This is an optimization exercise on Yosys and OpenROAD, whose aim is small area, a short achievable clock period and few clock cycles, not a production implementation.
The RTL was checked by simulation tests, not by an equivalence proof against the original design.

Setup of north:
Design rational_arithmetic_unit, start of the top module:
module rational_arithmetic_unit
#(
	parameter int OPERAND_WIDTH = 32
) (
	input  logic                            clk,
	input  logic                            arst_n,
	input  logic                            in_valid,
	output logic                            in_stall,
	input  logic [2:0]                      operation,
	input  logic signed [OPERAND_WIDTH-1:0] a_num,
	input  logic signed [OPERAND_WIDTH-1:0] a_den,
	input  logic signed [OPERAND_WIDTH-1:0] b_num,
	input  logic signed [OPERAND_WIDTH-1:0] b_den,
	output logic                            out_valid,
	input  logic                            out_stall,
	output logic signed [OPERAND_WIDTH-1:0] res_num,
	output logic signed [OPERAND_WIDTH-1:0] res_den,
	output logic                            is_equal,
	output logic [1:0]                      status
);
	logic st_idle, st_triv, st_mul1, st_comb, st_mul2, st_gcd, st_sum, st_fin;
	logic stall_q, ov_q;
	logic mmu_q, mmv_q;                  
	logic cadd_q;                        
	logic [2:0]  op_q;
	logic [31:0] r0_q, r1_q, r2_q, r3_q;  
	logic        zst_q;                  
	logic [7:0]  pos_q, t2_q;            
	logic        first_q;                
	logic [5:0]  du_q, dv_q;             
	logic        sn_q, rs_q, ovf_q, fovf_q, fnz_q;
	logic        pv_q, pru_q, pgs_q;     
	logic [2:0]  psh_q;
	logic [63:0] u_q, v_q;
	logic        eq_q;
	logic [1:0]  st_q;
	function automatic logic [3:0] wide(input logic [31:0] x);
		wide[0] = (x[31:3]  != {29{x[31]}});
		wide[1] = (x[31:7]  != {25{x[31]}});
		wide[2] = (x[31:15] != {17{x[31]}});
		wide[3] = (x[31:23] != {9{x[31]}});
	endfunction
	function automatic logic [7:0] top_pos(input logic [3:0] w);
		top_pos = w[3] ? 8'h80 : w[2] ? 8'h20 : w[1] ? 8'h08 : w[0] ? 8'h02 : 8'h01;
	endfunction
	function automatic logic [2:0] ctz7(input logic [6:0] x);
		integer i;
		ctz7 = 3'd7;
		for (i = 6; i >= 0; i = i - 1)
			if (x[i]) ctz7 = i;
	endfunction
	function automatic logic [2:0] booth(input logic [2:0] b);
		case (b)
  ...
Size in the first run: roughly 7,400 cells after synthesis, about 56,000 um^2 of cells after synthesis.
Settings: LEC_CHECK=0, CAP_MARGIN=20, CORE_MARGIN=2, CORE_UTILIZATION=25, PLACE_DENSITY=0.45, SLEW_MARGIN=20, TNS_END_PERCENT=5, SETUP_SLACK_MARGIN=9.5, BUFFER_PORTS_ARGS=-buffer_cell sky130_fd_sc_hd__buf_2; clock period 15.0 ns.
standard.sh (not shown) runs the stock make flow with config.mk's settings and CLKGATE_MAP_FILE= SYNTH_SCRIPT=/design/flow/synth_recipe.tcl, a recipe that flattens the netlist after the stock synthesis.
==> flow/flow/run.sh <==
#!/bin/bash
set -euo pipefail
cat flow/extra.mk >> config.mk
bash standard.sh > standard_flow.log 2>&1
==> flow/flow/extra.mk <==
export SETUP_SLACK_MARGIN = 9.5
export BUFFER_PORTS_ARGS = -buffer_cell sky130_fd_sc_hd__buf_2
north: done, clean on timing, DRC and antenna
Testbench counts of north, summed over its fixed seeds: cycles 30,423.
Modified inputs, south compared to north
# north
export LEC_CHECK = 0
export CAP_MARGIN = 20
export CORE_MARGIN = 2
export CORE_UTILIZATION = 25
export PLACE_DENSITY = 0.45
export SLEW_MARGIN = 20
export TNS_END_PERCENT = 5
export SETUP_SLACK_MARGIN = 9.5
export BUFFER_PORTS_ARGS = -buffer_cell sky130_fd_sc_hd__buf_2
create_clock -name core_clock -period 15.0 [get_ports {clk}]
# south
export LEC_CHECK = 0
export CAP_MARGIN = 20
export CORE_MARGIN = 2
export CORE_UTILIZATION = 25
export PLACE_DENSITY = 0.45
export SLEW_MARGIN = 20
export TNS_END_PERCENT = 5
export SETUP_SLACK_MARGIN = 9.5
export BUFFER_PORTS_ARGS = -buffer_cell sky130_fd_sc_hd__buf_4
create_clock -name core_clock -period 15.0 [get_ports {clk}]
==> flow/flow/extra.mk <==
export SETUP_SLACK_MARGIN = 9.5
export BUFFER_PORTS_ARGS = -buffer_cell sky130_fd_sc_hd__buf_4
[summary]
- south finished every stage and its layout cleared the timing, design-rule and antenna checks.
- Utilization of south is on par with north.
- For met1 usage in global routing, south and north come out practically identical.
- Summary — area growth from synthesis to final layout, south relative to north: higher, by 0.43 points.
- Any difference in wire length of the first global-routing pass between north and south is small enough to ignore.
Relative to south, the following input files were edited for east:
# south
export LEC_CHECK = 0
export CAP_MARGIN = 20
export CORE_MARGIN = 2
export CORE_UTILIZATION = 25
export PLACE_DENSITY = 0.45
export SLEW_MARGIN = 20
export TNS_END_PERCENT = 5
export SETUP_SLACK_MARGIN = 9.5
export BUFFER_PORTS_ARGS = -buffer_cell sky130_fd_sc_hd__buf_4
create_clock -name core_clock -period 15.0 [get_ports {clk}]
# east
export LEC_CHECK = 0
export CAP_MARGIN = 20
export CORE_MARGIN = 2
export CORE_UTILIZATION = 25
export CTS_BUF_LIST = sky130_fd_sc_hd__clkbuf_8
export PLACE_DENSITY = 0.45
export SLEW_MARGIN = 20
export TNS_END_PERCENT = 5
export SETUP_SLACK_MARGIN = 10.0
export BUFFER_PORTS_ARGS = -buffer_cell sky130_fd_sc_hd__buf_2
create_clock -name core_clock -period 15.0 [get_ports {clk}]
==> flow/flow/extra.mk <==
export SETUP_SLACK_MARGIN = 10.0
export BUFFER_PORTS_ARGS = -buffer_cell sky130_fd_sc_hd__buf_2
==> comparison <==
- Going from south to east, number of global-route vias before repair grew by a few percent.
- [compare] base=south new=east: worst-case register-to-register setup slack has increased, total setup violations reported at the end of the flow has remained practically unchanged, number of combinational gates with multiple inputs has remained practically unchanged, clock tree buffer count of the final layout has increased.
- Both conditions hold for east: the flow ran to the end and the final layout passed the timing, design-rule and antenna checks.
Inputs modified between east and west:
# east
export LEC_CHECK = 0
export CAP_MARGIN = 20
export CORE_MARGIN = 2
export CORE_UTILIZATION = 25
export CTS_BUF_LIST = sky130_fd_sc_hd__clkbuf_8
export PLACE_DENSITY = 0.45
export SLEW_MARGIN = 20
export TNS_END_PERCENT = 5
export SETUP_SLACK_MARGIN = 10.0
export BUFFER_PORTS_ARGS = -buffer_cell sky130_fd_sc_hd__buf_2
create_clock -name core_clock -period 15.0 [get_ports {clk}]
# west
export LEC_CHECK = 0
export CAP_MARGIN = 20
export CORE_MARGIN = 2
export CORE_UTILIZATION = 25
export PLACE_DENSITY = 0.45
export SLEW_MARGIN = 20
export TNS_END_PERCENT = 25
export SETUP_SLACK_MARGIN = 9.5
export BUFFER_PORTS_ARGS = -buffer_cell sky130_fd_sc_hd__buf_4
create_clock -name core_clock -period 15.0 [get_ports {clk}]
==> flow/flow/extra.mk <==
export SETUP_SLACK_MARGIN = 9.5
export BUFFER_PORTS_ARGS = -buffer_cell sky130_fd_sc_hd__buf_4
--- outcome ---
- east -> west: fmax flat
- Smallest setup slack after layout | west below east
- Looking at time the final worst path needs with I/O delays and setup, west sits 0.0064 ns above east.
- Against east, west comes in 3.6 points lower on ratio of cells with drive above 1 in the final layout.
- [compare] base=east new=west: clock-buffer cell count lost about 13%; filler cell count in the final layout closely matched the old numbers.
- west and east ended up with roughly the same share of the clock period used by the worst path after layout.
- In the metrics for west and east, the one carrying the lower largest fanout on the critical path is east.

==> separate check: timing with driven ports <==
How much do the figures lean on ideal ports? The routed layouts below were timed once more, with nothing changed but the port constraints.
Step 1 sets driving cells, clkbuf_16 on the clock port and buf_2 on the other inputs (assumed; they add their load-dependent delay and slew).
Step 2 moves the port delays by t, midway between the first and last clock arrival at a register: inputs arrive t later, outputs are due t later. That takes back most of the time a late clock gives input paths.
Slacks: no drivers / after step 1 / after step 2; pairs: no drivers / after step 1.
run	shift t [ns]	setup slack, ns	worst slew at a driven data input, ns
north	0.726	9.301 / 9.301 / 8.814	0.08
south	0.735	9.334 / 9.355 / 8.650	0.09
east	0.899	9.429 / 9.460 / 8.595	0.07
west	0.754	9.423 / 9.435 / 8.681	0.10
After both steps setup and hold are still met in every run listed. For east, which loses most, drivers alone change the setup slack by +0.031 ns; drivers and shift together by -0.834 ns.
